Background: an optimization exercise with open tools, aiming at small area and a short achievable clock period. Do not read the settings as production practice. The RTL was checked by simulation tests, not by an equivalence proof against the original design. Power figures rest on the tool's default switching activity, not on a simulated workload.

**flow/run.sh**
```bash
#!/bin/bash
# synth_recipe.tcl (not shown) runs the flow's synth.tcl, then flattens the netlist and writes it again
# the make line also repeats each setting of config.mk as NAME=value (left out here)
make -C /OpenROAD-flow-scripts/flow DESIGN_CONFIG=/design/flow/config.mk WORK_HOME=/design/flow/orfs CLKGATE_MAP_FILE= SYNTH_SCRIPT=/design/flow/synth_recipe.tcl finish
```
**flow/design.v**
```verilog
package sd_sector_buffer_pkg;
   localparam int unsigned SD_SECTOR_BYTES = 512;
   localparam int unsigned SSB_TMR_W       = 25;
   typedef enum logic [1:0] {
      SSB_IDLE  = 2'd0,
      SSB_ISSUE = 2'd1,
      SSB_FILL  = 2'd2,
      SSB_DONE  = 2'd3
   } ssb_state_e;
endpackage
module ssb_byte_ram #(
   parameter int unsigned DEPTH = 512,
   parameter int unsigned AW    = 9
) (
   input  logic          i_clk,
   input  logic          i_rst_n,
   input  logic          i_we,        
   input  logic          i_shift,     
   input  logic          i_hold,      
   input  logic [7:0]    i_wdata,
   input  logic [AW-1:0] i_raddr,
   output logic [7:0]    o_rdata
);
   logic [7:0]         r_new;                   
   logic               r_ph;                    
   logic [8*DEPTH-9:0] r_mem;                   
   logic [8*DEPTH-1:0] w_slot;                  
   always_ff @(posedge i_clk) begin
      if (i_we) r_new <= i_wdata;
   end
   always_ff @(posedge i_clk or negedge i_rst_n) begin
      if (!i_rst_n) r_ph <= 1'b0;
      else          r_ph <= ~r_ph;
   end
   assign w_slot = {r_new ^ {8{r_ph}}, r_mem};
   for (genvar i = 0; i < 8*(DEPTH-1); i++) begin : g_sr
      logic w_d;
      ssb_oai22 u_d (.a0(w_slot[i+8]), .s0_n(i_hold), .a1(r_mem[i]), .s1_n(i_shift), .y(w_d));
      always_ff @(posedge i_clk) r_mem[i] <= w_d;
   end
   logic [DEPTH-1:0] w_sel_n;
   always_comb begin
      for (int i = 0; i < DEPTH; i++) w_sel_n[i] = (i_raddr != AW'(i));
   end
   logic [7:0] w_rd;                            
   for (genvar b = 0; b < 8; b++) begin : g_bit
      logic [255:0] w_l1;                       
      logic [127:0] w_l2;                       
      logic [31:0]  w_l3;                       
      logic [7:0]   w_l4;                       
      logic [1:0]   w_l5;                       
      for (genvar k = 0; k < 256; k++) begin : g_l1
         ssb_oai22 u_g (.a0(w_slot[8*(2*k) + b]),   .s0_n(w_sel_n[2*k]),
                        .a1(w_slot[8*(2*k+1) + b]), .s1_n(w_sel_n[2*k+1]), .y(w_l1[k]));
      end
      for (genvar k = 0; k < 128; k++) begin : g_l2
         ssb_nor2 u_g (.a(w_l1[2*k +: 2]), .y(w_l2[k]));
      end
      for (genvar k = 0; k < 32; k++) begin : g_l3
         ssb_nand4 u_g (.a(w_l2[4*k +: 4]), .y(w_l3[k]));
      end
      for (genvar k = 0; k < 8; k++) begin : g_l4
         ssb_nor4 u_g (.a(w_l3[4*k +: 4]), .y(w_l4[k]));
      end
      for (genvar k = 0; k < 2; k++) begin : g_l5
         ssb_nand4 u_g (.a(w_l4[4*k +: 4]), .y(w_l5[k]));
      end
      ssb_nor2 u_l6 (.a(w_l5), .y(w_rd[b]));
   end
   always_ff @(posedge i_clk or negedge i_rst_n) begin
      if (!i_rst_n) o_rdata <= '0;
      else          o_rdata <= w_rd ^ {8{r_ph}};
   end
endmodule
module ssb_oai22 (
   input  logic a0, s0_n, a1, s1_n,
   output logic y
);
   assign y = ~((a0 | s0_n) & (a1 | s1_n));
endmodule
module ssb_nor4 (
   input  logic [3:0] a,
   output logic       y
);
   assign y = ~|a;
endmodule
module ssb_nor2 (
   input  logic [1:0] a,
   output logic       y
);
   assign y = ~|a;
endmodule
module ssb_nand4 (
   input  logic [3:0] a,
   output logic       y
);
   assign y = ~&a;
endmodule
module sd_sector_buffer #(
   parameter int unsigned SECTOR_BYTES   = sd_sector_buffer_pkg::SD_SECTOR_BYTES,
   parameter int unsigned IDX_W          = 9
) (
   input  logic             clk,
   input  logic             reset_n,
   input  logic             cmd_read,
   input  logic [31:0]      cmd_addr,
   input  logic             sd_ready,
   input  logic             sd_byte_available,
   input  logic [7:0]       sd_dout,
   output logic             sd_rd,
   output logic [31:0]      sd_address,
   input  logic [IDX_W-1:0] rd_index,
   output logic [7:0]       rd_data,
   output logic             sector_valid,
   output logic             busy,
   output logic             error
);
   sd_sector_buffer_pkg::ssb_state_e       r_state, w_state_nxt;
   logic [IDX_W-1:0] r_count;
   logic             r_byte_av_d;
   logic [31:0]      r_sd_address;
   logic             r_sector_valid, r_busy, r_error, r_shift, r_hold, r_issue;
   logic             w_rise, w_accept, w_drop, w_we, w_last;
   assign w_rise = sd_byte_available & ~r_byte_av_d;
   assign w_last = (r_count == '1);
   always_ff @(posedge clk or negedge reset_n) begin
      if (!reset_n) r_state <= sd_sector_buffer_pkg::SSB_IDLE;
      else          r_state <= w_state_nxt;
   end
   always_ff @(posedge clk or negedge reset_n) begin
      if (!reset_n) r_issue <= 1'b0;
      else          r_issue <= (w_state_nxt == sd_sector_buffer_pkg::SSB_ISSUE);
   end
   always_comb begin
      w_state_nxt = r_state;
      w_accept    = 1'b0;
      w_drop      = 1'b0;
      w_we        = 1'b0;
      case (r_state)
         sd_sector_buffer_pkg::SSB_IDLE, sd_sector_buffer_pkg::SSB_DONE: begin
            if (cmd_read) begin
               w_accept    = 1'b1;
               w_state_nxt = sd_sector_buffer_pkg::SSB_ISSUE;
            end
         end
         sd_sector_buffer_pkg::SSB_ISSUE: begin
            w_drop = cmd_read;
            if (sd_ready) begin
               w_state_nxt = sd_sector_buffer_pkg::SSB_FILL;
            end
         end
         sd_sector_buffer_pkg::SSB_FILL: begin
            w_drop = cmd_read;
            if (w_rise) begin
               w_we = 1'b1;
               if (w_last) w_state_nxt = sd_sector_buffer_pkg::SSB_DONE;
            end
         end
         default: w_state_nxt = sd_sector_buffer_pkg::SSB_IDLE;
      endcase
   end
   always_ff @(posedge clk or negedge reset_n) begin
      if (!reset_n) r_hold <= 1'b1;
      else          r_hold <= ~(w_we & ~w_last);
   end
   always_ff @(posedge clk or negedge reset_n) begin
      if (!reset_n) begin
         r_count        <= '0;
         r_byte_av_d    <= 1'b0;
         r_sd_address   <= '0;
         r_sector_valid <= 1'b0;
         r_busy         <= 1'b0;
         r_error        <= 1'b0;
         r_shift        <= 1'b0;
      end else begin
         r_byte_av_d <= sd_byte_available;
         r_shift     <= w_we & ~w_last;
         if (w_accept) begin
            r_sd_address   <= cmd_addr;
            r_sector_valid <= 1'b0;
            r_error        <= 1'b0;
            r_busy         <= 1'b1;
            r_count        <= '0;
         end
         if (w_drop) r_error <= 1'b1;
         if (w_we) begin
            r_count <= r_count + 1'b1;
            if (w_last) begin
               r_sector_valid <= 1'b1;
               r_busy         <= 1'b0;
            end
         end
      end
   end
   ssb_byte_ram #(
      .DEPTH (SECTOR_BYTES),
      .AW    (IDX_W)
   ) u_ram (
      .i_clk   (clk),
      .i_rst_n (reset_n),
      .i_we    (w_we),
      .i_shift (r_shift),
      .i_hold  (r_hold),
      .i_wdata (sd_dout),
      .i_raddr (rd_index),
      .o_rdata (rd_data)
   );
   assign sd_rd        = r_issue & sd_ready;
   assign sd_address   = r_sd_address;
   assign sector_valid = r_sector_valid;
   assign busy         = r_busy;
   assign error        = r_error;
endmodule
```
**flow/config.mk**
```make
export PLATFORM = sky130hd
export DESIGN_NAME = sd_sector_buffer
export DESIGN_NICKNAME = sd_sector_buffer
export VERILOG_FILES = /design/flow/design.v
export SDC_FILE = /design/flow/constraint.sdc
export NUM_CORES = 4
export LEC_CHECK = 0
export CAP_MARGIN = 20
export CORE_MARGIN = 2
export CORE_UTILIZATION = 60
export CTS_CLUSTER_DIAMETER = 100
export CTS_CLUSTER_SIZE = 30
export SETUP_SLACK_MARGIN = 1.6
export SLEW_MARGIN = 20
export SYNTH_HIERARCHICAL = 1
```
**flow/constraint.sdc**
```tcl
create_clock -name core_clock -period 4.0 [get_ports {clk}]
set_input_delay 0.8000 -clock core_clock [delete_from_list [all_inputs] [get_ports {clk}]]
set_output_delay 0.8000 -clock core_clock [all_outputs]
set_load 0.01 [all_outputs]
```
==> results of run 1 <==
==> area by class of cell <==
type                       count  area [µm²]  area share
multi-input combinational   8151       50440      0.3250
clock inverter                 8       73.82   0.0004757
timing repair buffer        1296       13170     0.08489
inverter                       7       26.28   0.0001693
antenna                        3       7.507  0.00004837
tap                         2975        3722     0.02399
sequential                  4155       83570      0.5385
clock buffer                 178        4177     0.02691
==> cell families (layout without fill, tap and decap cells) <==
family	after synthesis	count (layout)
AOI/OAI and AO/OA	6149	6149
and+or+nand+nor	1943	1944
other	0	3
buffers and inverters	188	1489
adders and majority gates	4	4
xor gates and xnor gates	17	17
muxes	37	37
DFF	4155	4155
==> modules after synthesis, one instance, submodules excluded, excerpt <==
module | flops+latches | times used
ssb_nor4 | 0 | 64
ssb_nand4 | 0 | 272
sd_sector_buffer | 50 | 1
ssb_nor2 | 0 | 1032
ssb_oai22 | 0 | 6136
==> repair_timing <==
action                                 in CTS  in global routing
endpoints found under the hold margin      31                  0
pin swaps                                 106                 88
gates resized for setup                   476                180
gates cloned                               11                  5
setup endpoints to repair                  52                108
hold buffers                                1                  0
setup buffers                             137                 40
==> cell usage after synthesis, drive strengths merged <==
library cell / count / share of area
o22ai: 6137 / 0.29
dfxtp: 4088 / 0.61
nor2: 1034 / 0.029
nand3: 523 / 0.020
nand4: 273 / 0.013
buf: 129 / 0.0074
nor4: 65 / 0.0062
dfrtp: 58 / 0.011
clkbuf: 52 / 0.0015
mux2: 33 / 0.0029
xor2: 17 / 0.0011
nand2: 11 / 0.00031
edfxtp: 8 / 0.0018
o21ai: 7 / 0.00026
and4bb: 6 / 0.00056
inv: 6 / 0.00017
and4b: 4 / 0.00030
ha: 4 / 0.00038
mux2i: 4 / 0.00030
nor4b: 4 / 0.00071
and2: 3 / 0.00014
and3b: 3 / 0.00020
nor2b: 3 / 0.00014
nor3: 3 / 0.00020
nor3b: 3 / 0.00017
a22oi: 2 / 0.00011
nand2b: 2 / 0.000094
nand3b: 2 / 0.00021
a31oi: 1 / 0.000047
and3: 1 / 0.000047
and4: 1 / 0.000066
clkinv: 1 / 0.000028
dfstp: 1 / 0.00020
o211ai: 1 / 0.000056
o21a: 1 / 0.000056
or3: 1 / 0.000047
or4: 1 / 0.000056
==> state kept, by name (all words and copies together) (netlist names) <==
signal / flops
r_sector_valid: 1
r_count: 9
r_issue: 1
r_sd_address: 32
u_ram.o_rdata: 8
u_ram.r_mem: 4088
u_ram.r_ph: 1
u_ram.r_new: 8
r_hold: 1
r_shift: 1
r_state: 2
r_busy: 1
r_byte_av_d: 1
r_error: 1
==> worst max-delay path, stage by stage <==
cell	delay [ns]
buf_6	0.10
buf_12	0.12
nor3b_4	0.19
buf_12	0.16
buf_12	0.16
buf_12	0.15
nand3_4	0.06
buf_6	0.12
o22ai_2	0.08
nor2_1	0.16
nand4_1	0.32
nor4_4	0.63
nand4_1	0.46
buf_6	0.29
nor2_4	0.10
xor2_1	0.15
==> through the flow <==
stage | power (mW) | setup TNS [ns] | instances | hold slack (ns)
after floorplan | 64.32 | - | 12490 | 0.4118
after global placement | 66.09 | -7.641 | 16390 | 0.4220
after detailed placement | 66.82 | -7.139 | 16390 | 0.4282
after CTS | 86.25 | 0 | 16730 | 0.4270
after global routing | 89.91 | 0 | 16770 | 0.3774
final | 86.69 | 0 | 16770 | 0.4330
==> layer usage <==
metal,vias up,global-route usage,share of wire
met4,12,0.1417,0.043
met2,5350,0.5407,0.45
met1,58610,0.5006,0.43
met5,-,0,0.00031
met3,881,0.05482,0.077
li1,54440,-,-
==> worst max-delay path by stage <==
stage / start / endpoint / slack (ns) / cells after the start
after detailed placement: rd_index[5] / u_ram.o_rdata[3] / -1.24 / 13
after floorplan: r_shift / u_ram.r_mem[3698] / -17.35 / 1
final: rd_index[6] / u_ram.o_rdata[3] / 0.69 / 16
after global placement: rd_index[5] / u_ram.o_rdata[3] / -1.24 / 13
after global routing: rd_index[6] / u_ram.o_rdata[3] / 0.75 / 17
after CTS: rd_index[2] / u_ram.o_rdata[3] / 0.93 / 18
==> power by group through the flow <==
| stage | logic (mW) | registers (mW) | clock network [mW] |
|---|---|---|---|
| 2_1_floorplan | 6.88 | 57.4 | 0 |
| 6_report | 8.81 | 58.0 | 19.8 |
| 3_3_place_gp | 7.83 | 58.3 | 0 |
| 3_5_place_dp | 8.32 | 58.5 | 0 |
| 5_1_grt | 9.50 | 59.0 | 21.5 |
| 4_1_cts | 8.51 | 57.7 | 20.1 |
==> metrics.csv, run 1 <==
metric,value,unit
clock-sinks,4155,
setup_viol,0,
cts-root-buf,clkbuf_16,
fillers,17020,
swShare,0.2816,
fmax,301.7,MHz
power_switching,24.41,mW
finalClockSkew,0.03358,ns
clk_path_buf_depth,3,
max_slew.worst_pin.slew,1.022,ns
ys_warn_count,8,
rows,173,
ant_nets,0,
p_leak,57.28,nW
irDropWorstVdd,0.6110,mV
clk_pin_slew_worst_paths,0.11,ns
arrival,4.11,ns
hold_path_depth,3,
dpl_worst_slack,-1.236,ns
r2r_end,u_ram.o_rdata[5],
syn_nets,12550,
ff2ff_setup_slack,1.07,ns
antenna_found_initial,7,
slew_headroom,0.3189,
hp-start,sd_ready,
crit_path_end_kind,flip-flop,
synth.area.mux_share,0.003172,
finalMaxSlewViolations,0,
wl_per_cell,25.31,µm
synth_fa_ha_area_frac,0.0003753,
layout_common_cells,"o22ai_1, dfxtp_1, nor2_1",
grt_pass1_wl,638900,µm
dpl.hpwl,281200,µm
stdcell_area,0.1552,mm²
start_util,0.6016,
cts_tree,yes,
worstSkewPairLatency,0.87,ns
power_frac_clock,0.229,
reg2reg_from,u_ram.r_ph,
wirelength,424600,µm
pwr-share-seq,0.670,
htree_levels,4,
power_frac_comb,0.102,
syn_to_final_growth,16.38,%
post-route-min-period,3.315,ns
overflow,0,
syn_avg_cell_area,10.67,µm²
cp.required,4.80,ns
grt_use_total,0.3529,
placed_area,0.1465,mm²
numCtsBuffers,156,
die-area,0.2260,mm²
yosys.area_share.simple,0.07111,
gp_congestion,1.006,
final_util,0.7001,
yosysSeqAreaShare,0.6266,
critPathMaxFanout,8,
max-cap-violations,0,
die_h,475.4,µm
hold_class,input port to flip-flop,
p_int,62.28,mW
rsz0062_at_grt,true,
power.density,558.6,mW/mm²
hold-path-endpoint,r_state[1],
fin_crit_sh,0.8287,
synth_top_family_by_area,compound AO/OA/AOI/OAI gates,
core_area,0.2217,mm²
grt_max_degree,204,
fp.dieW,475.4,µm
syn_area,0.1333,mm²
status,"complete, no violations",
ios,98,
ys_types,46,
finalHoldViolCount,0,
r2r_cells,8,
netlist_instances,12490,
via_count,119300,
crit_path_start_kind,input port,
drtIter0Drc,15260,
grt_pass1_vias,108800,
fin_ws,0.6854,ns
drtPass1Iterations,8,
yosys.area_share.xor_xnor,0.001117,
final_layout_size_suffix_gt1_frac,0.1276,
io_buffers,97,
synth-compound-area-share,0.2885,
drc,0,
ys_ff_latch,4155,
finalNetCount,13830,
crit_type,input port to flip-flop,
viasPerCell,7.112,
final_common_cell,o22ai_1,
==> run 2: changes to the inputs <==
--- a/flow/design.v
+++ b/flow/design.v
@@ -49,4 +49,6 @@
       logic [31:0]  w_l3;                       
-      logic [7:0]   w_l4;                       
-      logic [1:0]   w_l5;                       
+      logic [15:0]  w_l4;                       
+      logic [7:0]   w_l5;                       
+      logic [3:0]   w_l6;                       
+      logic [1:0]   w_l7;                       
       for (genvar k = 0; k < 256; k++) begin : g_l1
@@ -61,9 +63,15 @@
       end
-      for (genvar k = 0; k < 8; k++) begin : g_l4
-         ssb_nor4 u_g (.a(w_l3[4*k +: 4]), .y(w_l4[k]));
-      end
-      for (genvar k = 0; k < 2; k++) begin : g_l5
-         ssb_nand4 u_g (.a(w_l4[4*k +: 4]), .y(w_l5[k]));
-      end
-      ssb_nor2 u_l6 (.a(w_l5), .y(w_rd[b]));
+      for (genvar k = 0; k < 16; k++) begin : g_l4
+         ssb_nor2 u_g (.a(w_l3[2*k +: 2]), .y(w_l4[k]));
+      end
+      for (genvar k = 0; k < 8; k++) begin : g_l5
+         ssb_nand2 u_g (.a(w_l4[2*k +: 2]), .y(w_l5[k]));
+      end
+      for (genvar k = 0; k < 4; k++) begin : g_l6
+         ssb_nor2 u_g (.a(w_l5[2*k +: 2]), .y(w_l6[k]));
+      end
+      for (genvar k = 0; k < 2; k++) begin : g_l7
+         ssb_nand2 u_g (.a(w_l6[2*k +: 2]), .y(w_l7[k]));
+      end
+      ssb_nor2 u_l8 (.a(w_l7), .y(w_rd[b]));
    end
@@ -80,8 +88,2 @@
 endmodule
-module ssb_nor4 (
-   input  logic [3:0] a,
-   output logic       y
-);
-   assign y = ~|a;
-endmodule
 module ssb_nor2 (
@@ -91,2 +93,8 @@
    assign y = ~|a;
+endmodule
+module ssb_nand2 (
+   input  logic [1:0] a,
+   output logic       y
+);
+   assign y = ~&a;
 endmodule
--- a/flow/config.mk
+++ b/flow/config.mk
@@ -9,3 +9,3 @@
 export CORE_MARGIN = 2
-export CORE_UTILIZATION = 60
+export CORE_UTILIZATION = 45
 export CTS_CLUSTER_DIAMETER = 100
==> run 2 against run 1 <==
  * Still clean
  * Worst setup slack improved by 0.45 ns
  * Total power increased by 0.20%
  * Final cell count rose by 7.6%
  * Sequential share of layout area is 1.2 points lower
  * Non-clock buffer count is 175 higher
  * First-iteration DRC count fell by 19%
  * Highest routed layer unchanged
  * Critical endpoint unchanged
  * Largest cell class unchanged
  * Global-route usage down 9.4 points
==> metrics.csv, run 2 <==
metric,value,unit,change
htree_levels,4,,unchanged
clk_path_buf_depth,4,,was 3
synth.cells.most_frequent,"o22ai_1, dfxtp_1, nor2_1",,unchanged
ys_ff_latch,4155,,unchanged
finalPower,86.87,mW,was 86.69 mW
wl_per_cell,23.12,µm,was 25.31 µm
critPathMaxFanout,8,,unchanged
rsz0062_at_grt,true,,unchanged
synth_edf_count,8,,unchanged
fillers,25920,,was 17020
syn_nets,12710,,was 12550
rows,199,,was 173
gp_congestion,0.8783,,was 1.006
busiest_layer,met2,,unchanged
grt_pass1_wl,634200,µm,was 638900 µm
power_frac_comb,0.102,,about the same
synth_area_leader_cell,dfxtp_1,,unchanged
cp.required,4.78,ns,was 4.80 ns
power_frac_clock,0.234,,was 0.229
crit_path_start_kind,input port,,unchanged
ios,98,,unchanged
final_util,0.5392,,was 0.7001
grt_use_total,0.2587,,was 0.3529
yosysTopAreaCellShare,0.6137,,unchanged
r2r_cells,12,,was 8
status,"complete, no violations",,unchanged
fin_crit_sh,0.7158,,was 0.8287
final_layout_size_suffix_gt1_frac,0.1490,,was 0.1276
synth_most_common_cell,o22ai_1,,unchanged
top_regs,"u_ram.r_mem x4088, r_sd_address x32, r_count x9",,unchanged
overflow,0,,unchanged
die_h,548.4,µm,was 475.4 µm
via_count,117700,,was 119300
cts-root-buf,clkbuf_16,,unchanged
hold_class,input port to asynchronous set/reset pin,,was input port to flip-flop
layout_common_cells,"o22ai_1, dfxtp_1, nor2_1",,unchanged
clk_pin_slew_worst_paths,0.11,ns,about the same
dpl.hpwl,275500,µm,was 281200 µm
r2r_end,u_ram.o_rdata[6],,was u_ram.o_rdata[5]
crit_chain,"buf_12, bufbuf_16, buf_6, nor4b_4, buf_4, buf_8, buf_16, buf_12, nand3_1, buf_6, o22ai_1, nor2_1, nand4_1, nor2_1, buf_4, nand2_4, nor2_4, nand2_2, nor2_4, xor2_1",,"was buf_6, buf_12, nor3b_4, buf_12, buf_12, buf_12, nand3_4, buf_6, o22ai_2, nor2_1, nand4_1, nor4_4, nand4_1, buf_6, nor2_4, xor2_1"
irDropWorstVdd,0.4589,mV,was 0.6110 mV
crit_slowest_cell,nor4b_4,,was nor4_4
grt_use_met1,0.3649,,was 0.5006
drc,0,,unchanged
max-cap-violations,0,,unchanged
pwr-share-seq,0.664,,was 0.670
drtIter0Drc,12300,,was 15260
largest_reg_flops,4088,,unchanged
p_leak,58.56,nW,was 57.28 nW
final_common_cell,o22ai_1,,unchanged
ys_warn_count,8,,unchanged
antenna_found_initial,2,,was 7
drtPass1Iterations,8,,unchanged
crit_path_end_kind,flip-flop,,unchanged
start_util,0.4531,,was 0.6016
viasPerCell,6.521,,was 7.112
syn_area,0.1333,mm²,unchanged
fmax,349.2,MHz,was 301.7 MHz
swShare,0.2808,,was 0.2816
yosysSeqAreaShare,0.6266,,unchanged
core_area,0.2943,mm²,was 0.2217 mm²
syn_avg_cell_area,10.54,µm²,was 10.67 µm²
synth-async-reset-ratio,0.01420,,unchanged
finalNetCount,14170,,was 13830
wirelength,417400,µm,was 424600 µm
finalClockSkew,0.06632,ns,was 0.03358 ns
slew_headroom,0.3084,,was 0.3189
crit_path_max_incr_delay,0.28,ns,was 0.63 ns
power.density,547.4,mW/mm²,was 558.6 mW/mm²
grt_pass1_vias,109900,,was 108800
crit_type,input port to flip-flop,,unchanged
worstSkewPairLatency,0.91,ns,was 0.87 ns
finalMaxSlewViolations,0,,unchanged
syn_to_final_growth,19.02,%,was 16.38%
p_int,62.47,mW,was 62.28 mW
max_slew.worst_pin.slew,1.037,ns,was 1.022 ns
io_buffers,97,,unchanged
ys_types,45,,was 46
cts_tree,yes,,unchanged
power_switching,24.40,mW,was 24.41 mW
post-route-min-period,2.863,ns,was 3.315 ns
numCtsBuffers,162,,was 156
clock-sinks,4155,,unchanged
gr-usage-met3,0.02703,,was 0.05482
reg2reg_from,u_ram.r_ph,,unchanged
hold_ws,0.2019,ns,was 0.4330 ns
synthFlopType,dfxtp_1,,unchanged
fp.dieW,548.4,µm,was 475.4 µm
grt_util_met2,0.4148,,was 0.5407
arrival,3.64,ns,was 4.11 ns
finalHoldViolCount,0,,unchanged
synth_area_leaders,"dfxtp_1, o22ai_1, nor2_1",,unchanged
die-area,0.3007,mm²,was 0.2260 mm²
ant_nets,0,,unchanged
regMostFlops,u_ram.r_mem,,unchanged
setup_viol,0,,unchanged
grt_max_degree,193,,was 204
ff2ff_setup_slack,1.39,ns,was 1.07 ns
netlist_instances,12650,,was 12490
## run 2: changes by cell type in the layout (fill, tap and decap cells not counted), sizes merged, moves of 2 or more
cell | previous run | this run
nor4 | 65 | 1
nand2 | 11 | 91
dlygate4sd2 | 21 | 0
nand4 | 273 | 257
nor2 | 1035 | 1194
bufbuf | 1 | 3
buf | 1211 | 1413
clkdlybuf4s15 | 16 | 4
clkinv | 4 | 6
clkbuf | 181 | 188
## run 2: modules after synthesis, one instance, submodules excluded, a selection
module / times used / area (µm²) / flops+latches
ssb_nor2: 1192 / 3.754 / 0
ssb_nand2: 80 / 3.754 / 0
ssb_nand4: 256 / 6.256 / 0
sd_sector_buffer: 1 / 2073 / 50
ssb_oai22: 6136 / 6.256 / 0
## run 2: stage by stage
step                setup TNS [ns]  instance area (µm²)  cells  worst slack (ns)
detailed placement          -6.229               149800  17730            -1.180
global route                     0               158700  18050             1.165
global placement            -6.702               149800  17730            -1.265
floorplan                        -               133400  12650            -17.35
finish                           0               158700  18060             1.137
CTS                              0               157200  18010             1.205
## run 2: repair_timing
item                                    in CTS  in global routing
cloned                                      11                  5
pin swaps                                  161                148
setup buffers                               76                 43
endpoints found under the setup margin    1120                 91
resized for setup                          717                218
hold buffers                                 1                  0
endpoints found under the hold margin       15                  0
## run 2: cell type report
cell class              count  area (µm²)  area share
well taps                3919        4903     0.03090
multi-input cells        8311       51030      0.3215
clock inverters             9       162.7    0.001025
diodes                      2       5.005  0.00003154
inverters                   7       26.28   0.0001656
flip-flops and latches   4155       83570      0.5266
clock buffers             181        4210     0.02653
repair buffers           1471       14790     0.09321
## run 2: worst max path at each step
stage | start | endpoint | slack, ns | cells past startpoint
floorplan | r_shift | u_ram.r_mem[3698] | -17.35 | 1
finish | rd_index[1] | u_ram.o_rdata[3] | 1.14 | 20
global route | rd_index[2] | u_ram.o_rdata[3] | 1.17 | 20
detailed placement | rd_index[3] | u_ram.o_rdata[7] | -1.18 | 17
global placement | rd_index[3] | u_ram.o_rdata[7] | -1.26 | 17
CTS | rd_index[2] | u_ram.o_rdata[4] | 1.20 | 20
## run 2: kinds of logic (layout without fill, tap and decap cells)
group	after synthesis	count (layout)	synth area share
mux	37	37	0.003171
fa+ha+maj	4	4	0.0003753
simple gates	2103	2104	0.07111
compound gates	6149	6149	0.2885
other cells	0	2	0
xor+xnor	17	17	0.001117
buf+inv	188	1668	0.009149
flops	4155	4155	0.6266
## run 2: critical path, delay by kind of cell
| kind | cells | cell delay [ns] |
|---|---|---|
| xor gates and xnor gates | 1 | 0.13 |
| AOI/OAI and AO/OA | 1 | 0.19 |
| buffers and inverters | 9 | 1.45 |
| and+or+nand+nor | 9 | 1.02 |
## run 2: power by group through the flow
stage	Combinational [mW]	Sequential [mW]	Clock, mW
after floorplan	6.88	57.4	0
after global placement	7.79	58.0	0
after detailed placement	8.26	58.3	0
after CTS	8.57	57.4	20.8
after global routing	9.60	58.7	22.2
final	8.86	57.7	20.3
## run 2: metal layers
layer  part of all wire  vias up
li1                   -    55090
met1               0.45    58240
met2               0.46     3812
met3              0.054      590
met4              0.034        2
met5           0.000026        -
==> run 3: changes to the inputs <==
--- a/flow/design.v
+++ b/flow/design.v
@@ -77,6 +77,8 @@
    end
+   logic [7:0] r_rd;
    always_ff @(posedge i_clk or negedge i_rst_n) begin
-      if (!i_rst_n) o_rdata <= '0;
-      else          o_rdata <= w_rd ^ {8{r_ph}};
-   end
+      if (!i_rst_n) r_rd <= '1;
+      else          r_rd <= w_rd;
+   end
+   assign o_rdata = ~(r_rd ^ {8{r_ph}});
 endmodule
==> run 3 against run 2 <==
  * Still clean on timing, DRC and antenna
  * Sequential power about the same
  * Hold slack got worse by 0.14 ns
  * Fmax increased by 0.64%
  * Critical endpoint is now u_ram.r_rd[1]
  * Non-clock buffer count decreased by 385
  * Synthesized area about the same
  * First-iteration DRC count increased by 12%
  * Sequential share of layout area increased by 0.80 points
  * Die area about the same
==> metrics.csv, run 3 <==
metric,value,unit,change
status,"complete, no violations",,unchanged
layout_common_cells,"o22ai_1, dfxtp_1, nor2_1",,unchanged
finalClockSkew,0.05701,ns,was 0.06632 ns
finalHoldViolCount,0,,unchanged
antenna_found_initial,7,,was 2
wl_met1,191400,µm,was 189000 µm
syn_to_final_growth,17.28,%,was 19.02%
final_layout_size_suffix_gt1_frac,0.1242,,was 0.1490
synth_area_leader_cell,dfxtp_1,,unchanged
worstSkewPairLatency,0.91,ns,about the same
drc,0,,unchanged
start_util,0.4529,,was 0.4531
htree_levels,4,,unchanged
grt_max_degree,204,,was 193
fin_crit_sh,0.7113,,was 0.7158
fillers,26090,,was 25920
regMostFlops,u_ram.r_mem,,unchanged
grt_pass1_vias,108300,,was 109900
wirelength,427000,µm,was 417400 µm
hold_buffers,0,,was 1
rsz0062_at_grt,true,,unchanged
largest_reg_flops,4088,,unchanged
hold_class,input port to asynchronous set/reset pin,,unchanged
crit_type,input port to flip-flop,,unchanged
wl_met2,194400,µm,was 191900 µm
grt_use_total,0.2660,,was 0.2587
clk_path_buf_depth,4,,unchanged
synth.cells.most_frequent,"o22ai_1, dfxtp_1, nor2_1",,unchanged
gp_congestion,0.9258,,was 0.8783
dpl_worst_slack,-1.131,ns,was -1.180 ns
met3_length,24690,µm,was 22460 µm
netlist_instances,12650,,unchanged
cts_tree,yes,,unchanged
io_buffers,97,,unchanged
fp.dieW,548.3,µm,was 548.4 µm
rows,199,,unchanged
finalNetCount,13780,,was 14170
irDropWorstVdd,0.3613,mV,was 0.4589 mV
power.density,559.7,mW/mm²,was 547.4 mW/mm²
fin_ws,1.155,ns,was 1.137 ns
seq_area,0.08358,mm²,was 0.08357 mm²
syn_avg_cell_area,10.53,µm²,was 10.54 µm²
die_h,548.3,µm,was 548.4 µm
ff2ff_setup_slack,1.53,ns,was 1.39 ns
syn_area,0.1333,mm²,about the same
cts-root-buf,clkbuf_16,,unchanged
synth-async-reset-ratio,0.01420,,unchanged
synthFlopType,dfxtp_1,,unchanged
viasPerCell,6.619,,was 6.521
slew_headroom,0.3110,,was 0.3084
dpl.hpwl,278600,µm,was 275500 µm
crit_path_start_kind,input port,,unchanged
drtIter0Drc,13830,,was 12300
syn_nets,12710,,unchanged
synth_edf_count,8,,unchanged
p_leak,57.15,nW,was 58.56 nW
via_count,117000,,was 117700
numCtsBuffers,164,,was 162
crit_path_end_kind,flip-flop,,unchanged
ys_types,47,,was 45
fmax,351.5,MHz,was 349.2 MHz
synth_area_leaders,"dfxtp_1, o22ai_1, nor2_1",,unchanged
setup_viol,0,,unchanged
clock-sinks,4155,,unchanged
highest_layer,met4,,was met5
post-route-min-period,2.845,ns,was 2.863 ns
multi_input_area,0.05140,mm²,was 0.05103 mm²
synth_most_common_cell,o22ai_1,,unchanged
max-cap-violations,0,,unchanged
cp.required,4.85,ns,was 4.78 ns
ant_nets,0,,unchanged
die-area,0.3006,mm²,was 0.3007 mm²
grt_pass1_wl,644900,µm,was 634200 µm
ys_warn_count,8,,unchanged
stdcell_area,0.1563,mm²,was 0.1587 mm²
critPathMaxFanout,6,,was 8
clk_pin_slew_worst_paths,0.11,ns,about the same
finalMaxSlewViolations,0,,unchanged
yosysTopAreaCellShare,0.6139,,was 0.6137
max_slew.worst_pin.slew,1.033,ns,was 1.037 ns
yosysSeqAreaShare,0.6269,,was 0.6266
ios,98,,unchanged
arrival,3.69,ns,was 3.64 ns
core_area,0.2943,mm²,unchanged
drtPass1Iterations,6,,was 8
final_common_cell,o22ai_1,,unchanged
top_regs,"u_ram.r_mem x4088, r_sd_address x32, r_count x9",,unchanged
placed_area,0.1470,mm²,was 0.1498 mm²
wl_per_cell,24.15,µm,was 23.12 µm
overflow,0,,unchanged
ys_ff_latch,4155,,unchanged
run 3: cell count changes in the layout (fill, tap and decap cells not counted), sizes merged, moves of 8 or more:
| cell | delta |
|---|---|
| xnor2 | +8 |
| dfstp | +8 |
| clkdlybuf4s15 | +11 |
| buf | -398 |
| dfrtp | -8 |
| xor2 | -8 |
run 3: path summary, 6_finish.rpt:
kind                                startpoint               end  depth (start not counted)
max in group asynchronous              reset_n           r_shift                          1
worst min register to register  u_ram.r_mem[3]    u_ram.r_mem[3]                          1
min in group core_clock               sd_ready        r_state[1]                          3
worst min-delay path                   reset_n  r_sd_address[11]                          1
worst max register to register      u_ram.r_ph     u_ram.r_rd[1]                         11
worst max-delay path               rd_index[1]     u_ram.r_rd[1]                         19
run 3: where the power goes:
group / switching [mW] / internal [mW] / total (mW)
sequential: 7.61 / 50.2 / 57.8
clock: 12.8 / 8.04 / 20.8
combinational: 4.31 / 4.53 / 8.84
run 3: layer usage:
layer,track usage,vias up
li1,-,54430
met3,0.03201,692
met4,0.1013,0
met5,0,-
met2,0.4188,4043
met1,0.3735,57840
run 3: final cells by class:
type | instances | area share
antenna | 3 | 0.00004802
inverter | 7 | 0.0001681
clock buffer | 183 | 0.02800
multi-input combinational | 8311 | 0.3288
clock inverter | 14 | 0.001385
sequential | 4155 | 0.5346
tap | 3919 | 0.03137
timing repair buffer | 1086 | 0.07562
run 3: logic make-up (layout without fill, tap and decap cells):
family,Yosys count,after routing,share of synthesized area
AOI/OAI and AO/OA,6149,6149,0.2886
xor gates and xnor gates,17,17,0.001117
adders and majority gates,4,4,0.0003755
buffers and inverters,188,1290,0.008617
DFF,4155,4155,0.6269
muxes,37,37,0.003173
other,0,3,0
and+or+nand+nor,2103,2104,0.07125
run 3: per-stage QoR:
step | TNS, ns | utilization | instances | hold WS, ns | total power, mW
finish | 0 | 0.5312 | 17680 | 0.06051 | 87.50
global route | 0 | 0.5312 | 17680 | 0.1019 | 91.02
CTS | 0 | 0.5277 | 17650 | 0.05019 | 87.35
detailed placement | -8.433 | 0.4995 | 17360 | 0.4292 | 66.61
global placement | -8.302 | 0.4995 | 17360 | 0.4223 | 66.03
floorplan | - | - | 12650 | 0.4118 | 64.34
run 3: critical path, cell delays in order:
cell     delay [ns]
buf_6          0.09
buf_12         0.12
buf_12         0.12
nor4b_4        0.12
buf_4          0.15
buf_12         0.14
buf_12         0.13
buf_12         0.13
buf_12         0.13
nand3_4        0.08
buf_12         0.14
o22ai_2        0.08
nor2_1         0.13
nand4_1        0.21
nor2_2         0.25
nand2_2        0.15
nor2_4         0.39
nand2_1        0.13
nor2_1         0.14
run 3: per-module statistics from Yosys, one instance, submodules excluded, excerpt:
module / copies in the design / cell area (µm²)
ssb_nor2: 1192 / 3.754
ssb_nand4: 256 / 6.256
sd_sector_buffer: 1 / 2073
ssb_oai22: 6136 / 6.256
ssb_nand2: 80 / 3.754
run 3: timing repair:
item	in CTS	in global routing
endpoints found under the setup margin	324	20
pin swaps	169	126
resized for setup	748	173
buffers inserted	81	19
cloned	17	2
==> run 4: changes to the inputs <==
--- a/flow/config.mk
+++ b/flow/config.mk
@@ -9,5 +9,5 @@
 export CORE_MARGIN = 2
-export CORE_UTILIZATION = 45
-export CTS_CLUSTER_DIAMETER = 100
-export CTS_CLUSTER_SIZE = 30
+export CORE_UTILIZATION = 52
+export CTS_CLUSTER_DIAMETER = 90
+export CTS_CLUSTER_SIZE = 26
 export SETUP_SLACK_MARGIN = 1.6
==> run 4 against run 3 <==
  * First-iteration DRC count fell by 11%
  * Register-to-register slack got worse by 0.07 ns
  * Worst setup slack got worse by 0.064 ns
  * Clock-buffer cell count rose by 15
  * Clock power barely moved
  * Sequential share of layout area fell by 0.094 points
  * Critical endpoint is now rd_data[6]
  * Clock skew fell by 0.020 ns
  * Fmax fell by 2.2%
  * Critical path type is now flip-flop to output pin
  * Combinational power barely moved
==> metrics.csv, run 4 <==
metric,value,unit,change
antenna_found_initial,5,,was 7
ys_warn_count,8,,unchanged
wirelength,409300,µm,was 427000 µm
grt_use_total,0.2961,,was 0.2660
drc,0,,unchanged
syn_to_final_growth,17.48,%,was 17.28%
synth.cells.most_frequent,"o22ai_1, dfxtp_1, nor2_1",,unchanged
worstSkewPairLatency,0.87,ns,was 0.91 ns
power.density,560.0,mW/mm²,was 559.7 mW/mm²
synth_area_leaders,"dfxtp_1, o22ai_1, nor2_1",,unchanged
rsz0062_at_grt,true,,unchanged
netlist_instances,12650,,unchanged
max-cap-violations,0,,unchanged
stdcell_area,0.1566,mm²,was 0.1563 mm²
cts_tree,yes,,unchanged
slew_headroom,0.3061,,was 0.3110
fillers,21180,,was 26090
fp.dieW,510.3,µm,was 548.3 µm
max_slew.worst_pin.slew,1.041,ns,was 1.033 ns
die_h,510.3,µm,was 548.3 µm
syn_area,0.1333,mm²,unchanged
top_regs,"u_ram.r_mem x4088, r_sd_address x32, r_count x9",,unchanged
gp_congestion,0.8829,,was 0.9258
via_count,115400,,was 117000
finalNetCount,13800,,was 13780
final_layout_size_suffix_gt1_frac,0.1323,,was 0.1242
final_common_cell,o22ai_1,,unchanged
cp.required,3.20,ns,was 4.85 ns
yosysSeqAreaShare,0.6269,,unchanged
die-area,0.2604,mm²,was 0.3006 mm²
hold_class,input port to asynchronous set/reset pin,,unchanged
core_area,0.2546,mm²,was 0.2943 mm²
finalHoldViolCount,0,,unchanged
placed_area,0.1456,mm²,was 0.1470 mm²
status,"complete, no violations",,unchanged
finalClockSkew,0.03735,ns,was 0.05701 ns
cts-root-buf,clkbuf_16,,unchanged
drtIter0Drc,12250,,was 13830
p_leak,57.30,nW,was 57.15 nW
dpl.hpwl,265100,µm,was 278600 µm
irDropWorstVdd,0.4781,mV,was 0.3613 mV
crit_type,flip-flop to output pin,,was input port to flip-flop
rows,185,,was 199
finalMaxSlewViolations,0,,unchanged
grt_max_degree,233,,was 204
synthFlopType,dfxtp_1,,unchanged
crit_path_end_kind,output pin,,was flip-flop
finalPower,87.70,mW,was 87.50 mW
grt_pass1_vias,105500,,was 108300
wl_per_cell,23.89,µm,was 24.15 µm
viasPerCell,6.736,,was 6.619
overflow,0,,unchanged
syn_nets,12710,,unchanged
io_buffers,97,,unchanged
start_util,0.5235,,was 0.4529
largest_reg_flops,4088,,unchanged
regMostFlops,u_ram.r_mem,,unchanged
ant_nets,0,,unchanged
numCtsBuffers,178,,was 164
critPathMaxFanout,5,,was 6
clk_path_buf_depth,3,,was 4
synth_most_common_cell,o22ai_1,,unchanged
fmax,343.8,MHz,was 351.5 MHz
syn_avg_cell_area,10.53,µm²,unchanged
post-route-min-period,2.909,ns,was 2.845 ns
synth_area_leader_cell,dfxtp_1,,unchanged
layout_common_cells,"o22ai_1, dfxtp_1, nor2_1",,unchanged
yosysTopAreaCellShare,0.6139,,unchanged
grt_pass1_wl,621100,µm,was 644900 µm
htree_levels,4,,unchanged
arrival,2.11,ns,was 3.69 ns
fin_crit_sh,0.7272,,was 0.7113
ys_ff_latch,4155,,unchanged
setup_viol,0,,unchanged
synth-async-reset-ratio,0.01420,,unchanged
crit_path_start_kind,flip-flop,,was input port
ios,98,,unchanged
drtPass1Iterations,9,,was 6
ys_types,47,,unchanged
clock-sinks,4155,,unchanged
clk_pin_slew_worst_paths,0.10,ns,was 0.11 ns
synth_edf_count,8,,unchanged
hold_ws,0.09944,ns,was 0.06051 ns
-- run 4: stage by stage --
step | util | std cells | setup WS (ns) | TNS, ns
floorplan | - | 12650 | -17.35 | -
global placement | 0.5716 | 16770 | -0.8811 | -6.483
detailed placement | 0.5717 | 16770 | -0.8018 | -6.089
CTS | 0.6059 | 17080 | 1.020 | 0
global route | 0.6150 | 17130 | 1.051 | 0
finish | 0.6151 | 17130 | 1.091 | 0
-- run 4: what timing repair did --
action / in CTS / in global routing
pin swaps: 204 / 242
gates cloned: 15 / 2
resized for setup: 769 / 373
setup buffers: 86 / 51
hold buffers: 0 / 0
endpoints found under the setup margin: 174 / 89
-- run 4: per-module statistics from Yosys (local to each module, per instance), excerpt --
module / times used / flip-flops and latches / area (µm²) / cells inside
sd_sector_buffer: 1 / 50 / 2073 / 151
ssb_nand2: 80 / 0 / 3.754 / 1
ssb_nand4: 256 / 0 / 6.256 / 1
ssb_nor2: 1192 / 0 / 3.754 / 1
ssb_oai22: 6136 / 0 / 6.256 / 1
-- run 4: path summary, 6_finish.rpt --
| check | startpoint | endpoint | slack (ns) | depth (start not counted) |
|---|---|---|---|---|
| setup / recovery | u_ram.r_ph | rd_data[6] | 1.09 | 4 |
| hold / removal | reset_n | u_ram.r_ph | 0.1 | 1 |
| setup reg to reg | u_ram.r_ph | u_ram.r_rd[2] | 1.46 | 11 |
| hold reg to reg | u_ram.r_mem[5] | u_ram.r_mem[5] | 0.44 | 1 |
| max in group asynchronous | reset_n | r_shift | 3.13 | 1 |
| min in group core_clock | u_ram.r_mem[5] | u_ram.r_mem[5] | 0.44 | 1 |
-- run 4: cells by family (layout without fill, tap and decap cells) --
logic type | after synthesis | count (layout) | share of synthesized area
AND/OR/NAND/NOR | 2103 | 2104 | 0.07125
other | 0 | 2 | 0
adder cells (fa/ha/maj) | 4 | 4 | 0.0003755
flip-flops | 4155 | 4155 | 0.6269
multiplexers | 37 | 37 | 0.003173
buffers and inverters | 188 | 1297 | 0.008617
XOR/XNOR | 17 | 17 | 0.001117
AO/OA/AOI/OAI | 6149 | 6149 | 0.2886
-- run 4: power breakdown --
group | total [mW] | switching (mW) | leakage [nW] | internal (mW)
clock | 21.1 | 12.6 | 2.36 | 8.46
sequential | 57.7 | 7.51 | 35.3 | 50.2
combinational | 8.86 | 4.25 | 19.6 | 4.61
total | 87.7 | 24.4 | 57.3 | 63.3
-- run 4: layout make-up --
class / count / area, µm² / share of cell area
antenna: 2 / 5.005 / 0.00003196
clock buffer: 198 / 4700 / 0.03001
clock inverter: 8 / 98.84 / 0.0006312
inverter: 7 / 26.28 / 0.0001678
multi-input combinational: 8311 / 52050 / 0.3324
sequential: 4155 / 83580 / 0.5337
tap: 3366 / 4212 / 0.02689
timing repair buffer: 1084 / 11930 / 0.07620
-- run 4: routing by layer --
| layer | global-route usage | routed length, µm | vias to the layer above |
|---|---|---|---|
| met1 | 0.4332 | 189100 | 56940 |
| li1 | - | - | 54390 |
| met5 | 0 | 21 | - |
| met3 | 0.04226 | 24530 | 544 |
| met2 | 0.4533 | 183000 | 3525 |
| met4 | 0.08868 | 12610 | 4 |
-- run 4: worst max-delay path, stage by stage (launching register included) --
cell,delay [ns]
dfrtp_4,0.56
buf_12,0.19
xnor2_4,0.18
buf_6,0.19
buf_6,0.11
==> run 5: changes to the inputs <==
--- a/flow/design.v
+++ b/flow/design.v
@@ -44,3 +44,4 @@
    end
-   logic [7:0] w_rd;                            
+   logic [15:0] w_half;                         
+   logic [15:0] r_half;
    for (genvar b = 0; b < 8; b++) begin : g_bit
@@ -75,10 +76,11 @@
       end
-      ssb_nor2 u_l8 (.a(w_l7), .y(w_rd[b]));
-   end
-   logic [7:0] r_rd;
+      assign w_half[2*b +: 2] = w_l7;
+   end
    always_ff @(posedge i_clk or negedge i_rst_n) begin
-      if (!i_rst_n) r_rd <= '1;
-      else          r_rd <= w_rd;
-   end
-   assign o_rdata = ~(r_rd ^ {8{r_ph}});
+      if (!i_rst_n) r_half <= '0;
+      else          r_half <= w_half;
+   end
+   for (genvar b = 0; b < 8; b++) begin : g_out
+      assign o_rdata[b] = (r_half[2*b] | r_half[2*b+1]) ^ r_ph;
+   end
 endmodule
==> run 5 against run 4 <==
  * Synthesized area rose by 0.16%
  * Clock-buffer cell count is 12 higher
  * Global-route usage rose by 0.73 points
  * Fmax grew 1.8%
  * Register-to-register slack better by 0.06 ns
  * Critical endpoint is now rd_data[4]
  * First-iteration DRC count increased by 8.8%
  * Routed wire length grew 5.2%
  * Via count grew 1.6%
  * Largest power group unchanged
==> metrics.csv, run 5 <==
metric,value,unit,change
top_regs,"u_ram.r_mem x4088, r_sd_address x32, u_ram.r_half x16",,"was u_ram.r_mem x4088, r_sd_address x32, r_count x9"
placed_area,0.1450,mm²,was 0.1456 mm²
syn_avg_cell_area,10.55,µm²,was 10.53 µm²
rows,186,,was 185
wirelength,430500,µm,was 409300 µm
hold_class,flip-flop to flip-flop,,was input port to asynchronous set/reset pin
synthFlopType,dfxtp_1,,unchanged
regMostFlops,u_ram.r_mem,,unchanged
crit_start,u_ram.r_half[8],,was u_ram.r_ph
synth_area_leader_cell,dfxtp_1,,unchanged
fin_ws,1.142,ns,was 1.091 ns
drtPass1Iterations,6,,was 9
antenna_found_initial,16,,was 5
largest_reg_flops,4088,,unchanged
rsz0062_at_grt,true,,unchanged
ys_ff_latch,4163,,was 4155
power.density,559.8,mW/mm²,was 560.0 mW/mm²
synth_most_common_cell,o22ai_1,,unchanged
via_count,117300,,was 115400
crit_path_end_kind,output pin,,unchanged
die-area,0.2608,mm²,was 0.2604 mm²
yosysSeqAreaShare,0.6273,,was 0.6269
ys_warn_count,8,,unchanged
clock-sinks,4163,,was 4155
worstSkewPairLatency,0.86,ns,was 0.87 ns
slew_headroom,0.2625,,was 0.3061
finalHoldViolCount,0,,unchanged
multi_input_area,0.05245,mm²,was 0.05205 mm²
fillers,21230,,was 21180
grt_pass1_vias,108000,,was 105500
syn_nets,12720,,was 12710
start_util,0.5215,,was 0.5235
irDropWorstVdd,0.5073,mV,was 0.4781 mV
ys_types,47,,unchanged
numCtsBuffers,178,,unchanged
synth-async-reset-ratio,0.01609,,was 0.01420
endpoint,rd_data[4],,was rd_data[6]
setup_viol,0,,unchanged
dpl.hpwl,275300,µm,was 265100 µm
layout_common_cells,"o22ai_1, dfxtp_1, nor2_1",,unchanged
crit_path_start_kind,flip-flop,,unchanged
gp_congestion,0.8757,,was 0.8829
fmax,349.9,MHz,was 343.8 MHz
r2r_cells,9,,was 11
status,"complete, no violations",,unchanged
max-cap-violations,0,,unchanged
grt_max_degree,213,,was 233
yosysTopAreaCellShare,0.6130,,was 0.6139
grt_pass1_wl,639300,µm,was 621100 µm
crit_type,flip-flop to output pin,,unchanged
finalNetCount,13770,,was 13800
synth_edf_count,8,,unchanged
wl_per_cell,25.12,µm,was 23.89 µm
grt_use_total,0.3034,,was 0.2961
final_layout_size_suffix_gt1_frac,0.1326,,was 0.1323
viasPerCell,6.844,,was 6.736
syn_to_final_growth,17.77,%,was 17.48%
cts-root-buf,clkbuf_16,,unchanged
ff2ff_setup_slack,1.52,ns,was 1.46 ns
fin_crit_sh,0.7144,,was 0.7272
ios,98,,unchanged
overflow,0,,unchanged
post-route-min-period,2.858,ns,was 2.909 ns
stdcell_count,17140,,was 17130
synth_area_leaders,"dfxtp_1, o22ai_1, nor2_1",,unchanged
reg2reg_from,u_ram.r_ph,,unchanged
r2r_end,u_ram.r_half[15],,was u_ram.r_rd[2]
final_common_cell,o22ai_1,,unchanged
max_slew.worst_pin.slew,1.106,ns,was 1.041 ns
fp.dieW,510.7,µm,was 510.3 µm
htree_levels,4,,unchanged
arrival,2.06,ns,was 2.11 ns
io_buffers,97,,unchanged
clk_path_buf_depth,3,,unchanged
stdcell_area,0.1572,mm²,was 0.1566 mm²
clk_pin_slew_worst_paths,0.10,ns,about the same
netlist_instances,12660,,was 12650
die_h,510.7,µm,was 510.3 µm
core_area,0.2560,mm²,was 0.2546 mm²
p_leak,57.31,nW,was 57.30 nW
cp.required,3.20,ns,about the same
drc,0,,unchanged
critPathMaxFanout,1,,was 5
finalClockSkew,0.03680,ns,was 0.03735 ns
finalMaxSlewViolations,0,,unchanged
cts_tree,yes,,unchanged
dp.cells,16690,,was 16770
synth.cells.most_frequent,"o22ai_1, dfxtp_1, nor2_1",,unchanged
drtIter0Drc,13330,,was 12250
syn_area,0.1335,mm²,was 0.1333 mm²
ant_nets,0,,unchanged
dpl_worst_slack,-0.7940,ns,was -0.8018 ns
seq_area,0.08379,mm²,was 0.08358 mm²
[run 5: report_power, final]
group | internal (mW) | switching [mW] | leakage, nW
Combinational | 4.58 | 4.36 | 19.5
Clock | 8.57 | 12.7 | 2.38
Sequential | 50.3 | 7.52 | 35.4
[run 5: how the worst min path moves through the flow]
stage	slack (ns)	cells after the start	to	start
2_1_floorplan	0.41	1	u_ram.r_mem[3]	u_ram.r_mem[3]
6_report	0.44	1	u_ram.r_mem[4]	u_ram.r_mem[4]
5_1_grt	0.44	1	r_byte_av_d	sd_byte_available
3_5_place_dp	0.43	1	u_ram.r_mem[4]	u_ram.r_mem[4]
4_1_cts	0.42	1	r_byte_av_d	sd_byte_available
3_3_place_gp	0.42	1	u_ram.r_mem[4]	u_ram.r_mem[4]
[run 5: final cells by class]
class,instances,area share
flip-flops and latches,4163,0.5329
multi-input cells,8313,0.3336
repair buffers,1048,0.07544
clock buffers,210,0.03045
well taps,3384,0.02693
clock inverters,7,0.0005252
inverters,7,0.0001671
diodes,4,0.00006366
[run 5: metal layers]
metal | track usage | routed length (µm) | vias up
li1 | - | - | 54360
met1 | 0.4377 | 194400 | 58170
met2 | 0.4703 | 193100 | 4107
met3 | 0.03913 | 27460 | 636
met4 | 0.1008 | 15420 | 8
met5 | 0 | 60 | -
[run 5: what timing repair did]
item | 4_1_cts | 5_1_grt
gates resized for setup | 639 | 557
hold buffers | 1 | 0
endpoints found under the setup margin | 60 | 49
hold endpoints to repair | 24 | 0
pin swaps | 121 | 259
gates cloned | 19 | 15
buffers inserted | 89 | 105
[run 5: logic make-up (layout without fill, tap and decap cells)]
| kind of cell | after synthesis | in the layout | share of synthesized area |
|---|---|---|---|
| multiplexers | 37 | 37 | 0.003168 |
| flip-flops | 4163 | 4163 | 0.6273 |
| adder cells (fa/ha/maj) | 4 | 4 | 0.0003749 |
| other | 0 | 4 | 0 |
| AO/OA/AOI/OAI | 6149 | 6149 | 0.2881 |
| AND/OR/NAND/NOR | 2103 | 2106 | 0.07100 |
| XOR/XNOR | 17 | 17 | 0.001115 |
| buffers and inverters | 188 | 1272 | 0.008903 |
[run 5: modules after synthesis (local to each module, per instance), excerpt]
| module | copies in the design | cell area, µm² | cells inside | flops+latches |
|---|---|---|---|---|
| sd_sector_buffer | 1 | 2073 | 151 | 50 |
| ssb_nand4 | 256 | 6.256 | 1 | 0 |
| ssb_oai22 | 6136 | 6.256 | 1 | 0 |
| ssb_nand2 | 80 | 3.754 | 1 | 0 |
| ssb_nor2 | 1184 | 3.754 | 1 | 0 |
[run 5: per-stage QoR]
step | power, mW | util | setup TNS (ns) | hold WS, ns
3_5_place_dp | 66.55 | 0.5663 | -6.265 | 0.4294
2_1_floorplan | 64.41 | - | - | 0.4118
4_1_cts | 87.63 | 0.5990 | 0 | 0.4153
5_1_grt | 91.55 | 0.6142 | 0 | 0.4374
3_3_place_gp | 65.88 | 0.5663 | -5.966 | 0.4222
6_report | 88.02 | 0.6142 | 0 | 0.4407
[run 5: worst max-delay path, cell delays in order (launching register included)]
cell,delay [ns]
dfrtp_2,0.54
nor2_4,0.36
xnor2_1,0.16
buf_2,0.14
==> run 6: changes to the inputs <==
--- a/flow/config.mk
+++ b/flow/config.mk
@@ -9,5 +9,5 @@
 export CORE_MARGIN = 2
-export CORE_UTILIZATION = 52
-export CTS_CLUSTER_DIAMETER = 90
-export CTS_CLUSTER_SIZE = 26
+export CORE_UTILIZATION = 45
+export CTS_CLUSTER_DIAMETER = 100
+export CTS_CLUSTER_SIZE = 30
 export SETUP_SLACK_MARGIN = 1.6
==> run 6 against run 5 <==
  * Critical path type unchanged
  * Fmax grew 0.28%
  * Utilization shrank 8.0 points
  * Flip-flop and latch count unchanged
  * Clock power is 4% lower
  * Synthesized area is the same
  * Global-route usage down 4.4 points
  * Highest routed layer unchanged
  * Synthesized cell count unchanged
  * Clock skew is 0.0016 ns higher
  * Via count about the same
  * Largest cell class unchanged
  * Total power is 1.1% lower
  * Non-clock buffer count is 126 higher
==> metrics.csv, run 6 <==
metric,value,unit,change
status,"complete, no violations",,unchanged
crit_path_end_kind,output pin,,unchanged
rsz0062_at_grt,true,,unchanged
syn_avg_cell_area,10.55,µm²,unchanged
drc,0,,unchanged
rows,199,,was 186
fin_tns_setup,0,ns,unchanged
grt_use_total,0.2595,,was 0.3034
htree_levels,4,,unchanged
synth-compound-area-share,0.2881,,unchanged
yosys.area_share.simple,0.07100,,unchanged
critical_path_buf_inv_count,1,,unchanged
overflow,0,,unchanged
max_slew.worst_pin.slew,0.9202,ns,was 1.106 ns
busiest_layer,met2,,unchanged
grt_pass1_wl,633500,µm,was 639300 µm
netlist_instances,12660,,unchanged
p_leak,57.49,nW,was 57.31 nW
fmax,350.9,MHz,was 349.9 MHz
max-cap-violations,0,,unchanged
cp_top_family,flip-flops,,unchanged
synthFlopType,dfxtp_1,,unchanged
grt_use_met1,0.3489,,was 0.4377
cts-root-buf,clkbuf_16,,unchanged
clk_pin_slew_worst_paths,0.12,ns,was 0.10 ns
ant_nets,0,,unchanged
gr-usage-met3,0.02994,,was 0.03913
hold_class,input port to flip-flop,,was flip-flop to flip-flop
synth_area_leader_cell,dfxtp_1,,unchanged
start_util,0.4533,,was 0.5215
fin_crit_sh,0.7124,,was 0.7144
final_common_cell,o22ai_1,,unchanged
yosysTopAreaCellShare,0.6130,,unchanged
gp_congestion,0.9094,,was 0.8757
finalNetCount,13880,,was 13770
yosysSeqAreaShare,0.6273,,unchanged
grt_max_degree,182,,was 213
dp.cells,17400,,was 16690
largest_reg_flops,4088,,unchanged
wirelength,423800,µm,was 430500 µm
synth_edf_count,8,,unchanged
regMostFlops,u_ram.r_mem,,unchanged
crit_slowest_cell,dfrtp_2,,unchanged
synth_area_leaders,"dfxtp_1, o22ai_1, nor2_1",,unchanged
crit_path_start_kind,flip-flop,,unchanged
layout_common_cells,"o22ai_1, dfxtp_1, nor2_1",,unchanged
post-route-min-period,2.850,ns,was 2.858 ns
crit_chain,"nor2_4, xnor2_2, buf_2",,"was nor2_4, xnor2_1, buf_2"
finalMaxSlewViolations,0,,unchanged
antenna_found_initial,7,,was 16
die_h,548.7,µm,was 510.7 µm
via_count,117200,,was 117300
ys_ff_latch,4163,,unchanged
grt_pass1_vias,109200,,was 108000
synth.cells.most_frequent,"o22ai_1, dfxtp_1, nor2_1",,unchanged
crit_type,flip-flop to output pin,,unchanged
synth_fa_ha_area_frac,0.0003749,,unchanged
top_regs,"u_ram.r_mem x4088, r_sd_address x32, u_ram.r_half x16",,unchanged
yosys.area_share.xor_xnor,0.001115,,unchanged
drtPass1Iterations,7,,was 6
slew_headroom,0.3865,,was 0.2625
worstSkewPairLatency,0.91,ns,was 0.86 ns
finalHoldViolCount,0,,unchanged
finalPower,87.02,mW,was 88.02 mW
final_layout_size_suffix_gt1_frac,0.1301,,was 0.1326
fp.dieW,548.7,µm,was 510.7 µm
cp.required,3.20,ns,about the same
die-area,0.3011,mm²,was 0.2608 mm²
syn_nets,12720,,unchanged
critPathMaxFanout,1,,unchanged
wl_per_cell,23.85,µm,was 25.12 µm
clock-sinks,4163,,unchanged
crit_path_max_incr_delay,0.47,ns,was 0.54 ns
cts_tree,yes,,unchanged
synth.area.mux_share,0.003168,,unchanged
synth-async-reset-ratio,0.01609,,unchanged
dpl.hpwl,275100,µm,was 275300 µm
stdcell_count,17770,,was 17140
dpl_worst_slack,-0.6142,ns,was -0.7940 ns
drtIter0Drc,12360,,was 13330
synth_top_family_by_area,compound AO/OA/AOI/OAI gates,,unchanged
syn_area,0.1335,mm²,unchanged
setup_viol,0,,unchanged
io_buffers,97,,unchanged
power.density,553.2,mW/mm²,was 559.8 mW/mm²
finalClockSkew,0.03844,ns,was 0.03680 ns
synth_most_common_cell,o22ai_1,,unchanged
fin_ws,1.150,ns,was 1.142 ns
ff2ff_setup_slack,1.58,ns,was 1.52 ns
irDropWorstVdd,0.4422,mV,was 0.5073 mV
viasPerCell,6.597,,was 6.844
numCtsBuffers,165,,was 178
syn_to_final_growth,17.82,%,was 17.77%
fillers,25790,,was 21230
ys_types,47,,unchanged
ios,98,,unchanged
clk_path_buf_depth,4,,was 3
ys_warn_count,8,,unchanged
core_area,0.2946,mm²,was 0.2560 mm²
grt_util_met2,0.4248,,was 0.4703
arrival,2.05,ns,was 2.06 ns
run 6: per-layer routing:
layer / share of wire / wire length (µm)
met5: 0.000031 / 13
met4: 0.044 / 18460
met3: 0.054 / 22910
met2: 0.47 / 199400
met1: 0.43 / 183000
run 6: Yosys stat by module, one instance, submodules excluded, a selection:
module	flops+latches	times used	cell area [µm²]
ssb_oai22	0	6136	6.256
ssb_nor2	0	1184	3.754
ssb_nand2	0	80	3.754
ssb_nand4	0	256	6.256
sd_sector_buffer	50	1	2073
run 6: kinds of logic (layout without fill, tap and decap cells):
group                    after synthesis  count (layout)
AO/OA/AOI/OAI                       6149            6149
XOR/XNOR                              17              17
adder cells (fa/ha/maj)                4               4
buffers and inverters                188            1372
flip-flops                          4163            4163
multiplexers                          37              37
other                                  0               2
AND/OR/NAND/NOR                     2103            2104
run 6: metrics by stage:
| step | hold slack, ns | instance area [µm²] | utilization |
|---|---|---|---|
| floorplan | 0.4118 | 133500 | - |
| global placement | 0.4213 | 147700 | 0.5014 |
| detailed placement | 0.4295 | 147700 | 0.5014 |
| CTS | 0.3739 | 155000 | 0.5261 |
| global route | 0.3903 | 157300 | 0.5340 |
| finish | 0.4270 | 157300 | 0.5340 |
run 6: worst paths after layout:
check,startpoint,endpoint,cells after the start
min in group asynchronous,reset_n,u_ram.r_ph,2
max in group asynchronous,reset_n,u_ram.r_half[13],2
hold reg to reg,u_ram.r_mem[3],u_ram.r_mem[3],1
setup / recovery,u_ram.r_half[12],rd_data[6],3
hold / removal,sd_byte_available,r_byte_av_d,1
setup reg to reg,u_ram.r_ph,u_ram.r_half[3],10
run 6: what timing repair did:
action,in CTS,in global routing
gates cloned,18,17
hold endpoints to repair,44,0
buffers inserted,68,71
pin swaps,102,132
gates resized for setup,562,304
endpoints found under the setup margin,239,55
hold buffers,1,0
run 6: worst register-to-register path: stages (launching register included):
cell     delay [ns]
dfrtp_4        0.51
buf_6          0.15
buf_12         0.15
xor2_4         0.16
o22ai_2        0.08
nor2_2         0.13
nand4_1        0.38
nor2_4         0.36
nand2_4        0.11
nor2_4         0.22
nand2_1        0.07
run 6: power breakdown:
part	switching [mW]	internal [mW]	total [mW]
logic	4.29	4.56	8.85
registers	7.50	50.3	57.8
clock network	12.6	7.79	20.4
run 6: final cells by class:
cell class,count,area [µm²],share of cell area
sequential,4163,83780,0.5326
tap,3919,4903,0.03117
clock inverter,7,97.59,0.0006204
inverter,7,26.28,0.0001670
antenna,2,5.005,0.00003182
clock buffer,184,4274,0.02717
multi-input combinational,8311,51130,0.3251
timing repair buffer,1174,13080,0.08316

## static timing again, ports no longer ideal
Ports are ideal in the flow. The routed layouts listed here were re-timed in OpenROAD.
Step 1 sets driving cells, clkbuf_16 on the clock port and buf_2 on the other inputs (assumed; they add their load-dependent delay and slew).
Step 2 moves the port delays by t, midway between the first and last clock arrival at a register: inputs arrive t later, outputs are due t later. That takes back most of the time a late clock gives input paths.
Slacks: no drivers / after step 1 / after step 2; pairs: no drivers / after step 1.
run | t (ns) | slack for setup (ns) | hold slack, ns | worst data-port slew with drivers (ns) | cell pins on the clock port's net
run 1 | 0.951 | 0.685 / 0.657 / -0.294 | 0.433 / 0.372 / 0.458 | 0.22 | 1
run 2 | 0.993 | 1.137 / 1.195 / 0.202 | 0.202 / 0.115 / 0.447 | 0.06 | 1
run 3 | 0.992 | 1.155 / 1.050 / 0.058 | 0.061 / -0.019 / 0.446 | 0.33 | 1
run 4 | 0.946 | 1.091 / 0.999 / 0.444 | 0.099 / 0.037 / 0.444 | 0.09 | 1
run 5 | 0.946 | 1.142 / 1.044 / 0.511 | 0.441 / 0.395 / 0.441 | 0.12 | 1
run 6 | 0.990 | 1.150 / 1.052 / 0.490 | 0.427 / 0.397 / 0.448 | 0.09 | 1
With both steps, setup timing fails in run 1, where it was met with ideal ports. The setup slack of run 3, which loses most, moves by -0.105 ns with the drivers and by -1.097 ns with both steps.
